Background: an optimization exercise with open tools, aiming at small area, a short achievable clock period and few clock cycles per item. Do not read the settings as production practice. RTL that was checked went through simulation tests only; none was proved equivalent to the original. Only the layout flow was run in runs 2 and 3; the RTL was not checked for function there.

## flow/design.v (module list and top-level ports; edited modules follow where they fit)
// module circular_alpha_mask_premultiply_unit: 1917 lines
module circular_alpha_mask_premultiply_unit (
  input  logic        clk,
  input  logic        rst_n,
  input  logic        cfg_we,
  input  logic [11:0] cfg_wdata,
  input  logic        in_valid,
  output logic        in_stall,
  input  logic [11:0] in_pos_x,
  input  logic [11:0] in_pos_y,
  input  logic [7:0]  in_blue_in,
  input  logic [7:0]  in_green_in,
  input  logic [7:0]  in_red_in,
  input  logic [7:0]  in_alpha_in,
  output logic        out_valid,
  input  logic        out_stall,
  output logic [7:0]  out_blue_out,
  output logic [7:0]  out_green_out,
  output logic [7:0]  out_red_out,
  output logic [7:0]  out_alpha_out,
  output logic [1:0]  out_region
);
  // ...
==> flow/run.sh <==
#!/bin/bash
# synth_recipe.tcl (not shown) runs the flow's synth.tcl, then flattens the netlist and writes it again
# the make line also repeats each setting of config.mk as NAME=value (left out here)
make -C /OpenROAD-flow-scripts/flow DESIGN_CONFIG=/design/flow/config.mk WORK_HOME=/design/flow/orfs CLKGATE_MAP_FILE= SYNTH_SCRIPT=/design/flow/synth_recipe.tcl finish
==> flow/config.mk <==
export PLATFORM = sky130hd
export DESIGN_NAME = circular_alpha_mask_premultiply_unit
export DESIGN_NICKNAME = circular_alpha_mask_premultiply_unit
export VERILOG_FILES = /design/flow/design.v
export SDC_FILE = /design/flow/constraint.sdc
export NUM_CORES = 4
export LEC_CHECK = 0
export CAP_MARGIN = 20
export CORE_MARGIN = 2
export CORE_UTILIZATION = 40
export SETUP_SLACK_MARGIN = 4.0
export SLEW_MARGIN = 20
==> flow/constraint.sdc <==
create_clock -name core_clock -period 7.5 [get_ports {clk}]
set_input_delay 1.5000 -clock core_clock [delete_from_list [all_inputs] [get_ports {clk}]]
set_output_delay 1.5000 -clock core_clock [all_outputs]
set_load 0.01 [all_outputs]
==> flow_summary.ini, run 1 <==
[worst_setup_path]
critPathTopFamily = adder cells
startpoint = zx1[11]
critPathMostFrequentCell = fa_2
path_buf_inv = 2

[placed_design]
place_area_um2 = 61100
port-buffer-count = 108

[logic_synthesis]
syn_area_um2 = 57500
synth_edf_count = 721
synth_mux_area_share_pct = 1.67
synthMostInstantiatedCell = inv_1
synth_area_leaders = edfxtp_1 38%, fa_1 15%, ha_1 11%

[die]
core_um2 = 143000
nWellTaps = 1903
io_pins = 109
rows = 139

[sta]
rsz0062_at_grt = yes
worst_slew_pin_slew_ns = 1.13
slew_headroom_pct = 24.9
skew_ns = 0.0670
setup-tns-final_ns = 0
hold_viol_final = 0
fin_crit_ns = 4.10

[clock_tree]
cts_resized = 447

[layout]
seq_cells = 814
area_growth_pct = 22.5
layout.area.seq_um2 = 23500

[drt]
dr_wl_met3_um = 6170
drcViolationCount = 0
dr_wl_met2_um = 67700
dr.first_iter.drc_count = 2007
routed_wl_um = 138000

[grt]
antenna_found_initial = 1
grt.met1_usage_pct = 23.8

[job]
maxCapViolations = 0

[hold_path]
hold_class = flip-flop to flip-flop
holdPathStages = 0

[outcome]
status = finished clean
Testbench counts, summed over its fixed seeds: cycles 12,392, items 12,288.
==> inputs of run 2 (changes only) <==
--- a/flow/design.v
+++ b/flow/design.v
@@ -14,17 +14,17 @@
   output logic        out_valid,
   input  logic        out_stall,
   output logic [7:0]  out_blue_out,
   output logic [7:0]  out_green_out,
   output logic [7:0]  out_red_out,
   output logic [7:0]  out_alpha_out,
   output logic [1:0]  out_region
 );
-  localparam int NV = 12;
+  localparam int NV = 13;
   logic          busy;
   logic          en;
   logic [NV:1]   v;
   logic          inj1, inj2;
   assign en        = !(v[NV] && out_stall);
   assign in_stall  = !en || busy;
   assign out_valid = v[NV];
   logic [11:0] size_r;
@@ -911,99 +911,79 @@
   end
   logic [14:0] R4;  logic [13:0] Q4;
   logic [16:0] R5;  logic [15:0] Q5;
   logic [18:0] R6;  logic [17:0] Q6;
   logic [7:0]  f7;
   logic [2:0]  km4, km5, km6, km7;
   logic [1:0]  reg4, reg5, reg6, reg7;
   logic [31:0] pix4, pix5, pix6, pix7;
-  logic [14:0] s1w1, s1w2, s1w3, s1a, s1b, s1c, s1cs, s1cc;
+  logic [17:0] s1c1, s1c2, s1c3;
   logic [1:0]  s1d;
   logic [14:0] s1r;
   always_comb begin
-    s1a  = {1'b0, rb, 1'b0};
-    s1b  = ~{2'b0, ub, 1'b0};
-    s1c  = ~{3'b0, ub};
-    s1w1 = s1a + s1c;
-    s1w2 = {2'b0, rb} + s1c;
-    s1cs = s1a ^ s1b ^ s1c;
-    s1cc = {((s1a[13:0] & s1b[13:0]) | (s1c[13:0] & (s1a[13:0] ^ s1b[13:0]))), 1'b0};
-    s1w3 = s1cs + s1cc;
-    if (!s1w3[14])      begin s1d = 2'd3; s1r = {s1w3[11:0], 3'b111}; end
-    else if (!s1w2[14]) begin s1d = 2'd2; s1r = {s1w2[10:0], 4'b1100}; end
-    else if (!s1w1[14]) begin s1d = 2'd1; s1r = {s1w1[11:0], 3'b111}; end
+    s1c1 = {1'b0, rb, 4'b0} - {3'b0, ub, 3'b001};
+    s1c2 = {1'b0, rb, 4'b0} - {2'b0, ub, 4'b0100};
+    s1c3 = {1'b0, rb, 4'b0} - {2'b0, ub, 4'b0} - {3'b0, ub, 3'b0} - 18'd9;
+    if (!s1c3[17])      begin s1d = 2'd3; s1r = s1c3[14:0]; end
+    else if (!s1c2[17]) begin s1d = 2'd2; s1r = s1c2[14:0]; end
+    else if (!s1c1[17]) begin s1d = 2'd1; s1r = s1c1[14:0]; end
     else                begin s1d = 2'd0; s1r = {rb[10:0], 4'b0}; end
   end
   always_ff @(posedge clk) begin
     if (en) begin
       R4 <= s1r; Q4 <= {ub, s1d};
       km4 <= kmb; reg4 <= regb; pix4 <= pixb;
     end
   end
-  logic [16:0] s2w1, s2w2, s2w3, s2a, s2b, s2c, s2cs, s2cc;
+  logic [19:0] s2c1, s2c2, s2c3;
   logic [1:0]  s2d;
   logic [16:0] s2r;
   always_comb begin
-    s2a  = {1'b0, R4, 1'b0};
-    s2b  = ~{2'b0, Q4, 1'b0};
-    s2c  = ~{3'b0, Q4};
-    s2w1 = s2a + s2c;
-    s2w2 = {2'b0, R4} + s2c;
-    s2cs = s2a ^ s2b ^ s2c;
-    s2cc = {((s2a[15:0] & s2b[15:0]) | (s2c[15:0] & (s2a[15:0] ^ s2b[15:0]))), 1'b0};
-    s2w3 = s2cs + s2cc;
-    if (!s2w3[16])      begin s2d = 2'd3; s2r = {s2w3[13:0], 3'b111}; end
-    else if (!s2w2[16]) begin s2d = 2'd2; s2r = {s2w2[12:0], 4'b1100}; end
-    else if (!s2w1[16]) begin s2d = 2'd1; s2r = {s2w1[13:0], 3'b111}; end
+    s2c1 = {1'b0, R4, 4'b0} - {3'b0, Q4, 3'b001};
+    s2c2 = {1'b0, R4, 4'b0} - {2'b0, Q4, 4'b0100};
+    s2c3 = {1'b0, R4, 4'b0} - {2'b0, Q4, 4'b0} - {3'b0, Q4, 3'b0} - 20'd9;
+    if (!s2c3[19])      begin s2d = 2'd3; s2r = s2c3[16:0]; end
+    else if (!s2c2[19]) begin s2d = 2'd2; s2r = s2c2[16:0]; end
+    else if (!s2c1[19]) begin s2d = 2'd1; s2r = s2c1[16:0]; end
     else                begin s2d = 2'd0; s2r = {R4[12:0], 4'b0}; end
   end
   always_ff @(posedge clk) begin
     if (en) begin
       R5 <= s2r; Q5 <= {Q4, s2d};
       km5 <= km4; reg5 <= reg4; pix5 <= pix4;
     end
   end
-  logic [18:0] s3w1, s3w2, s3w3, s3a, s3b, s3c, s3cs, s3cc;
+  logic [21:0] s3c1, s3c2, s3c3;
   logic [1:0]  s3d;
   logic [18:0] s3r;
   always_comb begin
-    s3a  = {1'b0, R5, 1'b0};
-    s3b  = ~{2'b0, Q5, 1'b0};
-    s3c  = ~{3'b0, Q5};
-    s3w1 = s3a + s3c;
-    s3w2 = {2'b0, R5} + s3c;
-    s3cs = s3a ^ s3b ^ s3c;
-    s3cc = {((s3a[17:0] & s3b[17:0]) | (s3c[17:0] & (s3a[17:0] ^ s3b[17:0]))), 1'b0};
-    s3w3 = s3cs + s3cc;
-    if (!s3w3[18])      begin s3d = 2'd3; s3r = {s3w3[15:0], 3'b111}; end
-    else if (!s3w2[18]) begin s3d = 2'd2; s3r = {s3w2[14:0], 4'b1100}; end
-    else if (!s3w1[18]) begin s3d = 2'd1; s3r = {s3w1[15:0], 3'b111}; end
+    s3c1 = {1'b0, R5, 4'b0} - {3'b0, Q5, 3'b001};
+    s3c2 = {1'b0, R5, 4'b0} - {2'b0, Q5, 4'b0100};
+    s3c3 = {1'b0, R5, 4'b0} - {2'b0, Q5, 4'b0} - {3'b0, Q5, 3'b0} - 22'd9;
+    if (!s3c3[21])      begin s3d = 2'd3; s3r = s3c3[18:0]; end
+    else if (!s3c2[21]) begin s3d = 2'd2; s3r = s3c2[18:0]; end
+    else if (!s3c1[21]) begin s3d = 2'd1; s3r = s3c1[18:0]; end
     else                begin s3d = 2'd0; s3r = {R5[14:0], 4'b0}; end
   end
   always_ff @(posedge clk) begin
     if (en) begin
       R6 <= s3r; Q6 <= {Q5, s3d};
       km6 <= km5; reg6 <= reg5; pix6 <= pix5;
     end
   end
-  logic [20:0] s4w1, s4w2, s4w3, s4a, s4b, s4c, s4cs, s4cc;
+  logic [23:0] s4c1, s4c2, s4c3;
   logic [1:0]  s4d;
   always_comb begin
-    s4a  = {1'b0, R6, 1'b0};
-    s4b  = ~{2'b0, Q6, 1'b0};
-    s4c  = ~{3'b0, Q6};
-    s4w1 = s4a + s4c;
-    s4w2 = {2'b0, R6} + s4c;
-    s4cs = s4a ^ s4b ^ s4c;
-    s4cc = {((s4a[19:0] & s4b[19:0]) | (s4c[19:0] & (s4a[19:0] ^ s4b[19:0]))), 1'b0};
-    s4w3 = s4cs + s4cc;
-    if (!s4w3[20])      s4d = 2'd3;
-    else if (!s4w2[20]) s4d = 2'd2;
-    else if (!s4w1[20]) s4d = 2'd1;
+    s4c1 = {1'b0, R6, 4'b0} - {3'b0, Q6, 3'b001};
+    s4c2 = {1'b0, R6, 4'b0} - {2'b0, Q6, 4'b0100};
+    s4c3 = {1'b0, R6, 4'b0} - {2'b0, Q6, 4'b0} - {3'b0, Q6, 3'b0} - 24'd9;
+    if (!s4c3[23])      s4d = 2'd3;
+    else if (!s4c2[23]) s4d = 2'd2;
+    else if (!s4c1[23]) s4d = 2'd1;
     else                s4d = 2'd0;
   end
   always_ff @(posedge clk) begin
     if (en) begin
       f7 <= {Q6[5:0], s4d};
       km7 <= km6; reg7 <= reg6; pix7 <= pix6;
     end
   end
@@ -1300,35 +1280,30 @@
       an_ra8 <= an_ra;
       an_rb8 <= an_rb;
       reg8   <= reg7;
       pix8   <= pix7;
     end
   end
   logic [18:0] x_c;
   logic [9:0]  m9;
-  assign x_c = an_ra8 + an_rb8;
-  assign m9  = x_c[18:9];
   logic [1:0]  reg9;
   logic [31:0] pix9;
-  assign reg9 = reg8;
-  assign pix9 = pix8;
+  assign x_c = an_ra8 + an_rb8;
+  always_ff @(posedge clk) begin
+    if (en) begin
+      m9   <= x_c[18:9];
+      reg9 <= reg8;
+      pix9 <= pix8;
+    end
+  end
   function automatic logic [1:0] mod3add(input logic [1:0] a, input logic [1:0] b);
-    case ({a, b})
-      4'b0000: mod3add = 2'd0;
-      4'b0001: mod3add = 2'd1;
-      4'b0010: mod3add = 2'd2;
-      4'b0100: mod3add = 2'd1;
-      4'b0101: mod3add = 2'd2;
-      4'b0110: mod3add = 2'd0;
-      4'b1000: mod3add = 2'd2;
-      4'b1001: mod3add = 2'd0;
-      4'b1010: mod3add = 2'd1;
-      default: mod3add = 2'd0;
-    endcase
+    logic [2:0] t;
+    t = {1'b0, a} + {1'b0, b};
+    mod3add = (t >= 3'd3) ? 2'(t - 3'd3) : t[1:0];
   endfunction
   function automatic logic [7:0] div3(input logic [9:0] m);
     logic [1:0] p  [0:9];
     logic [1:0] np [0:9];
     logic [1:0] hi;
     for (int i = 0; i < 10; i++) p[i] = {1'b0, m[i]};
     for (int d = 1; d < 10; d = d * 2) begin
       for (int i = 0; i < 10; i++) begin
@@ -1871,47 +1846,39 @@
   assign pmr_w81 = pmr_w59 ^ pmr_w40 ^ pmr_w58;
   assign pmr_w82 = (pmr_w59 & pmr_w40) | (pmr_w58 & (pmr_w59 ^ pmr_w40));
   logic pmr_w83;
   logic pmr_w84;
   assign pmr_w83 = (cr10[6] & al10[7]) ^ (cr10[7] & al10[6]) ^ pmr_w60;
   assign pmr_w84 = ((cr10[6] & al10[7]) & (cr10[7] & al10[6])) | (pmr_w60 & ((cr10[6] & al10[7]) ^ (cr10[7] & al10[6])));
   assign pmr_ra = {1'b0, (cr10[7] & al10[7]), pmr_w83, pmr_w81, pmr_w79, pmr_w77, pmr_w75, pmr_w73, pmr_w71, pmr_w69, pmr_w67, pmr_w65, pmr_w63, pmr_w61, (cr10[0] & al10[1]), (cr10[0] & al10[0])};
   assign pmr_rb = {1'b0, pmr_w84, pmr_w82, pmr_w80, pmr_w78, pmr_w76, pmr_w74, pmr_w72, pmr_w70, pmr_w68, pmr_w66, pmr_w64, pmr_w62, (cr10[2] & al10[0]), (cr10[1] & al10[0]), 1'b0};
-  logic [8:0]  pbl_c, pgl_c, prl_c;
-  logic [7:0]  pbl11, pgl11, prl11, pbha11, pbhb11, pgha11, pghb11, prha11, prhb11;
-  logic        pbc11, pgc11, prc11;
+  logic [15:0] pb11, pg11, pr11;
   logic [7:0]  al11;
   logic [1:0]  reg11;
-  assign pbl_c = {1'b0, pmb_ra[7:0]} + {1'b0, pmb_rb[7:0]};
-  assign pgl_c = {1'b0, pmg_ra[7:0]} + {1'b0, pmg_rb[7:0]};
-  assign prl_c = {1'b0, pmr_ra[7:0]} + {1'b0, pmr_rb[7:0]};
   always_ff @(posedge clk) begin
     if (en) begin
-      pbl11 <= pbl_c[7:0]; pbc11 <= pbl_c[8]; pbha11 <= pmb_ra[15:8]; pbhb11 <= pmb_rb[15:8];
-      pgl11 <= pgl_c[7:0]; pgc11 <= pgl_c[8]; pgha11 <= pmg_ra[15:8]; pghb11 <= pmg_rb[15:8];
-      prl11 <= prl_c[7:0]; prc11 <= prl_c[8]; prha11 <= pmr_ra[15:8]; prhb11 <= pmr_rb[15:8];
+      pb11  <= pmb_ra + pmb_rb;
+      pg11  <= pmg_ra + pmg_rb;
+      pr11  <= pmr_ra + pmr_rb;
       al11  <= al10;
       reg11 <= reg10;
     end
   end
-  function automatic logic [7:0] div255(input logic [7:0] lo, input logic [7:0] ha,
-                                        input logic [7:0] hb, input logic ci);
-    logic [7:0] hi;
-    logic [8:0] t;
-    hi = ha + hb + {7'd0, ci};
-    t  = {1'b0, lo} + {1'b0, hi} + 9'd1;
-    div255 = hi + {7'd0, t[8]};
+  function automatic logic [7:0] div255(input logic [15:0] p);
+    logic [8:0] lo;
+    lo = {1'b0, p[7:0]} + {1'b0, p[15:8]} + 9'd1;
+    div255 = p[15:8] + {7'd0, lo[8]};
   endfunction
   always_ff @(posedge clk) begin
     if (!rst_n) busy <= 1'b0;
     else        busy <= cfg_we;
   end
   always_ff @(posedge clk) begin
     if (en) begin
-      out_blue_out  <= div255(pbl11, pbha11, pbhb11, pbc11);
-      out_green_out <= div255(pgl11, pgha11, pghb11, pgc11);
-      out_red_out   <= div255(prl11, prha11, prhb11, prc11);
+      out_blue_out  <= div255(pb11);
+      out_green_out <= div255(pg11);
+      out_red_out   <= div255(pr11);
       out_alpha_out <= al11;
       out_region    <= reg11;
     end
   end
 endmodule
==> flow/config.mk (replaced) <==
export PLATFORM = sky130hd
export DESIGN_NAME = circular_alpha_mask_premultiply_unit
export DESIGN_NICKNAME = circular_alpha_mask_premultiply_unit
export VERILOG_FILES = /design/flow/design.v
export SDC_FILE = /design/flow/constraint.sdc
export NUM_CORES = 4
export LEC_CHECK = 0
export CAP_MARGIN = 20
export CORE_MARGIN = 2
export CORE_UTILIZATION = 40
export SETUP_SLACK_MARGIN = 3.0
export SLEW_MARGIN = 20
==> run 2 against run 1 <==
  * Sequential share of layout area up 2.6 points
  * Via count down 0.32%
  * Register-to-register slack worse by 0.34 ns
  * Wire length down 4.8%
  * Global-route usage down 1.3 points
  * Synthesized cell count up 4.3%
  * First-iteration DRC count up 11%
  * Fmax down 7.6%
  * Die area up 4.0%
  * Non-clock buffer count down 281
  * Still clean
==> flow_summary.ini, run 2 <==
[drt]
routed_wl_um = 131000
wl_per_cell_um = 17.3
ant_nets = 0
num_vias = 38300
dr.first_iter.drc_count = 2222
first_pass_iters = 6
via_per_inst = 5.05
drcViolationCount = 0

[sta]
setup_viol = 0
worst_slack_ns = 3.06
worst_slew_pin_slew_ns = 0.997
fmax_ghz = 0.225
drv_slew = 0
setup-tns-final_ns = 0
hold_viol_final = 0
slew_headroom_pct = 33.6
fin_crit_ns = 4.44
skew_ns = 0.0767
rsz0062_at_grt = yes
post-route-period-util_pct = 59.2

[clock_tree]
cts_max_level = 3
cts_buffer_depth = 3
clockRootBuffer = clkbuf_16
cts_tree = done
clk_pin_slew_ns = 0.06
cts_num_sinks = 838
cts_made_buffers = 93
clkLatencyLatePin_ns = 0.72

[outcome]
status = finished clean

[placed_design]
place_hpwl_um = 95900
dp.cells = 7332
port-buffer-count = 108
place_ws_ns = 1.97
gp_congestion = 0.873
place_area_um2 = 63000

[grt]
antenna_found_initial = 6
track_usage_pct = 17.4
grt_pass1_vias = 39300
grt-ovfl-total = 0
grt_first_pass_wirelength_um = 211000
grt_max_degree = 191

[logic_synthesis]
synthSimpleGateAreaFrac_pct = 10.6
synth_top_family_by_area = adder cells
synth_mux_area_share_pct = 1.35
yosys-top-cells-count = 825 x inv_1, 744 x edfxtp_1, 587 x ha_1
yosysUniqueCellTypes = 83
synth_area_leaders = edfxtp_1 37%, fa_1 15%, ha_1 12%
synth-seq-cells = 838
syn_avg_cell_area_um2 = 11.1
synth-async-reset-ratio_pct = 0
netlist.area_leader.share_pct = 37.4
synthXorXnorAreaFrac_pct = 4.33
synth_fa_ha_area_share_pct = 27.2
synth_compound_area_share_pct = 9.81
syn_area_um2 = 59800
yosysTopAreaCell = edfxtp_1
ys_warn_count = 3
synth_edf_count = 744
synthFlopType = edfxtp_1
synthMostInstantiatedCell = inv_1
syn_inst = 5389
ys_seq_area_share_pct = 40.5

[die]
dieArea_um2 = 153000
start_util_pct = 40.4
core_um2 = 148000
fp.dieH_um = 391
rows = 141
io_pins = 109
fp.dieW_um = 391

[worst_setup_path]
path_class = flip-flop to flip-flop
endpoint_kind = flip-flop
critPathMaxStageDelay_ns = 0.47
start_kind = flip-flop
crit_slowest_cell = edfxtp_1
required_ns = 7.96
worstPathMaxFanout = 5
arrival_ns = 4.90
cp_cell_sequence = nor2b_2, ha_1, fa_1, ha_2, nor2_4, nand3b_1, o21ai_2, ha_2, fa_2, ha_4, nor2_4, nand3b_1, o21ai_1, ha_2, ha_4, ha_4, o21ai_1, o21ai_1, o311ai_1, a21oi_1

[layout]
final_common_cell = inv_1
area_growth_pct = 12.5
nets = 6677
layout_common_cells = 822 x inv_1, 744 x edfxtp_1, 569 x ha_1
fin_cells = 7578
drive_above_1_share_pct = 6.64
final_cell_area_um2 = 67300

[hold_path]
hold_class = flip-flop to flip-flop

[job]
maxCapViolations = 0
==> run 2: cell type report <==
type / instances / area [um2]
fillers: 13600 / 80800
multi-input cells: 3598 / 32400
flip-flops and latches: 838 / 24200
inverters: 827 / 3130
clock buffers: 117 / 2470
well taps: 1930 / 2410
repair buffers: 211 / 2030
clock inverters: 54 / 561
repair inverters: 1 / 8.76
diodes: 2 / 5.00
==> run 2: cell families after synthesis <==
group | count (synthesis)
buf+inv | 955
mux | 80
other cells | 1
compound gates | 925
xor+xnor | 294
simple gates | 1262
fa+ha+maj | 1034
flops | 838
==> run 2: per-layer routing <==
metal,GRT usage (%),vias up,wire length (um),part of all wire (%)
li1,-,18700,-,-
met1,23.0,18700,59200,45
met2,29.8,692,63800,49
met3,2.35,201,4910,3.7
met4,4.94,0,3470,2.6
met5,0,-,0,0
==> run 2: repair_timing <==
item / 4_1_cts / 5_1_grt
hold buffers: 0 / 0
gates resized for setup: 35 / 77
pin swaps: 7 / 45
buffers inserted: 28 / 41
cloned: 2 / 2
setup endpoints to repair: 55 / 45
hold endpoints to repair: 0 / 0
==> run 2: metrics by stage <==
step / util [%] / hold slack [ns]
after detailed placement: 42.6 / 0.405
final: 45.4 / 0.389
after global routing: 45.4 / 0.395
after floorplan: - / 0.400
after global placement: 42.6 / 0.401
after CTS: 44.9 / 0.386
==> run 2: worst max-delay path, delay by kind of cell (launching register included) <==
kind	cells	cell delay (ns)
AO/OA/AOI/OAI	6	0.77
adder cells (fa/ha/maj)	9	2.36
flip-flops	1	0.47
AND/OR/NAND/NOR	5	0.59
==> run 2: final timing paths <==
check	start	end	slack (ns)	cells after the start
min	pix4[16]	pix5[16]	0.39	0
max reg2reg	m9[4]	al10[0]	3.06	20
max	m9[4]	al10[0]	3.06	20
min reg2reg	pix4[16]	pix5[16]	0.39	0
==> inputs of run 3 (changes only) <==
--- a/flow/config.mk
+++ b/flow/config.mk
@@ -8,5 +8,5 @@
 export CAP_MARGIN = 20
 export CORE_MARGIN = 2
 export CORE_UTILIZATION = 40
-export SETUP_SLACK_MARGIN = 3.0
+export SETUP_SLACK_MARGIN = 3.5
 export SLEW_MARGIN = 20
==> run 3 against run 2 <==
  * Non-clock buffer count grew 83
  * Sequential cell count is the same
  * Sequential share of layout area shrank 0.84 points
  * Largest cell class unchanged
==> flow_summary.ini, run 3 <==
[drt]
routed_wl_um = 134000
via_per_inst = 5.08
first_pass_iters = 5
drcViolationCount = 0
wl_per_cell_um = 17.5
num_vias = 39000
dr.first_iter.drc_count = 1967
ant_nets = 0

[grt]
met3_usage_pct = 2.30
grt_pass1_vias = 40000
antenna_found_initial = 3
grt_max_degree = 196
track_usage_pct = 17.6
grt_first_pass_wirelength_um = 214000
met2_usage_pct = 30.7
grt.met1_usage_pct = 22.7
grt.busiest_layer = met2
grt-ovfl-total = 0

[worst_setup_path]
crit_slowest_cell = edfxtp_1
critPathMostFrequentCell = ha_4
start_kind = flip-flop
arrival_ns = 4.77
path_class = flip-flop to flip-flop
endpoint_kind = flip-flop
required_ns = 7.98
cp_cell_sequence = nor2b_4, ha_4, fa_2, ha_4, nor2_4, nand3b_1, o21ai_2, ha_2, fa_2, ha_4, nor2_4, nand3b_1, o21ai_1, ha_2, ha_4, ha_4, o21ai_2, o21ai_1, o311ai_1, a21oi_1
critPathMaxStageDelay_ns = 0.47
worstPathMaxFanout = 5

[layout]
area_growth_pct = 15.2
drive_above_1_share_pct = 10.2
final_common_cell = inv_1
fin_cells = 7671
final_cell_area_um2 = 68900
insertedDiodeCount = 0
nets = 6766
layout_common_cells = 800 x inv_1, 744 x edfxtp_1, 553 x ha_1

[placed_design]
port-buffer-count = 108
gp_congestion = 0.874
place_hpwl_um = 95800
dp.cells = 7330
place_ws_ns = 2.02
place_area_um2 = 63400

[logic_synthesis]
synth-seq-cells = 838
synth-async-reset-ratio_pct = 0
syn_area_um2 = 59800
synthMostInstantiatedCell = inv_1
syn_inst = 5389
ys_warn_count = 3
ys_seq_area_share_pct = 40.5
synthFlopType = edfxtp_1
synth_edf_count = 744
yosysTopAreaCell = edfxtp_1
syn_avg_cell_area_um2 = 11.1
yosysUniqueCellTypes = 83
synth_area_leaders = edfxtp_1 37%, fa_1 15%, ha_1 12%
yosys-top-cells-count = 825 x inv_1, 744 x edfxtp_1, 587 x ha_1
netlist.area_leader.share_pct = 37.4

[sta]
hold_viol_final = 0
drv_slew = 0
worst_slew_pin_slew_ns = 1.12
slew_headroom_pct = 25.6
holdWs_ns = 0.361
fin_crit_ns = 4.28
skew_ns = 0.0852
fmax_ghz = 0.233
worst_slack_ns = 3.22
setup_viol = 0
post-route-period-util_pct = 57.1
setup-tns-final_ns = 0
rsz0062_at_grt = yes

[clock_tree]
cts_buffer_depth = 3
hold_buffers = 0
clockRootBuffer = clkbuf_16
cts_tree = done
cts_num_sinks = 838
cts_max_level = 3
clkLatencyLatePin_ns = 0.74
clk_pin_slew_ns = 0.06
cts_made_buffers = 96

[die]
start_util_pct = 40.4
io_pins = 109
rows = 141
fp.dieH_um = 391
dieArea_um2 = 153000
core_um2 = 148000
fp.dieW_um = 391

[job]
maxCapViolations = 0

[hold_path]
hold_class = flip-flop to flip-flop

[outcome]
status = finished clean
[run 3: cell count changes in the layout (fill, tap and decap cells not counted), moves of 17 or more]
| cell | delta |
|---|---|
| ha_4 | +17 |
| buf_4 | +63 |
| inv_1 | -22 |
| fa_1 | -17 |
| fa_2 | +17 |
[run 3: worst paths after layout]
check,startpoint,end,slack (ns),cells after the start
min reg2reg,pix8[7],pix9[7],0.36,0
max,m9[6],al10[0],3.22,20
min,pix8[7],pix9[7],0.36,0
max reg2reg,m9[6],al10[0],3.22,20
[run 3: timing repair]
action                                  4_1_cts  5_1_grt
endpoints found under the setup margin       98      131
gates cloned                                  5        3
pin swaps                                    64       78
buffers inserted                             91       62
resized for setup                            98      117
[run 3: cells by family after synthesis]
| group | share of synthesized area (%) |
|---|---|
| compound gates | 9.81 |
| xor+xnor | 4.33 |
| fa+ha+maj | 27.2 |
| buf+inv | 6.10 |
| flops | 40.5 |
| mux | 1.35 |
| other cells | 0.00627 |
| simple gates | 10.6 |
[run 3: layout make-up]
| type | count | area, um2 |
|---|---|---|
| fill | 13500 | 79100 |
| multi-input combinational | 3599 | 33000 |
| sequential | 838 | 24200 |
| inverter | 827 | 3170 |
| timing repair buffer | 294 | 2790 |
| clock buffer | 127 | 2570 |
| tap | 1930 | 2410 |
| clock inverter | 53 | 636 |
| timing repair inverter | 3 | 48.8 |
[run 3: metal layers]
layer | up-vias | routed length (um) | share of wire [%]
li1 | 18800 | - | -
met1 | 19200 | 58800 | 44
met2 | 739 | 66100 | 49
met3 | 207 | 5350 | 4.0
met4 | 0 | 3780 | 2.8
met5 | - | 0 | 0
[run 3: worst max-delay path: cells and delay by family, from the launching register on]
| kind | cells | cell delay, ns |
|---|---|---|
| adders and majority gates | 9 | 2.28 |
| and+or+nand+nor | 5 | 0.55 |
| AOI/OAI and AO/OA | 6 | 0.72 |
| DFF | 1 | 0.47 |
[run 3: per-stage QoR]
| stage | util, % |
|---|---|
| after floorplan | - |
| after global placement | 42.8 |
| after detailed placement | 42.9 |
| after global routing | 46.5 |
| after CTS | 45.9 |
| final | 46.5 |

[what the ideal ports hide]
The flow's constraints put no driver on any port. The routed layouts listed below were extracted and timed again, unchanged, in two steps. Step 1 (the two cells are an assumption about what drives the block):
set clk [get_ports {clk}]
set_driving_cell -lib_cell sky130_fd_sc_hd__clkbuf_16 $clk
set_driving_cell -lib_cell sky130_fd_sc_hd__buf_2 [delete_from_list [all_inputs] $clk]
Step 2 also shifts input and output timing later by t, the mid clock arrival at the registers, as if the neighbouring blocks saw the same clock. Slacks: no drivers / after step 1 / after step 2; pairs: no drivers / after step 1.
| run | t, ns | slack for setup (ns) | clock arrival spread, ns | worst register clock-pin slew, ns | pins driven straight from the clock port |
|---|---|---|---|---|---|
| run 1 | 0.758 | 3.400 / 3.400 / 3.335 | 0.069 / 0.069 | 0.07 / 0.07 | 1 |
| run 2 | 0.760 | 3.061 / 3.061 / 2.706 | 0.085 / 0.085 | 0.07 / 0.07 | 1 |
| run 3 | 0.773 | 3.215 / 3.215 / 2.889 | 0.091 / 0.091 | 0.06 / 0.06 | 1 |
After both steps setup and hold are still met in every run listed. The setup slack of run 2, which loses most, moves by 0.000 ns with the drivers and by -0.355 ns with both steps.
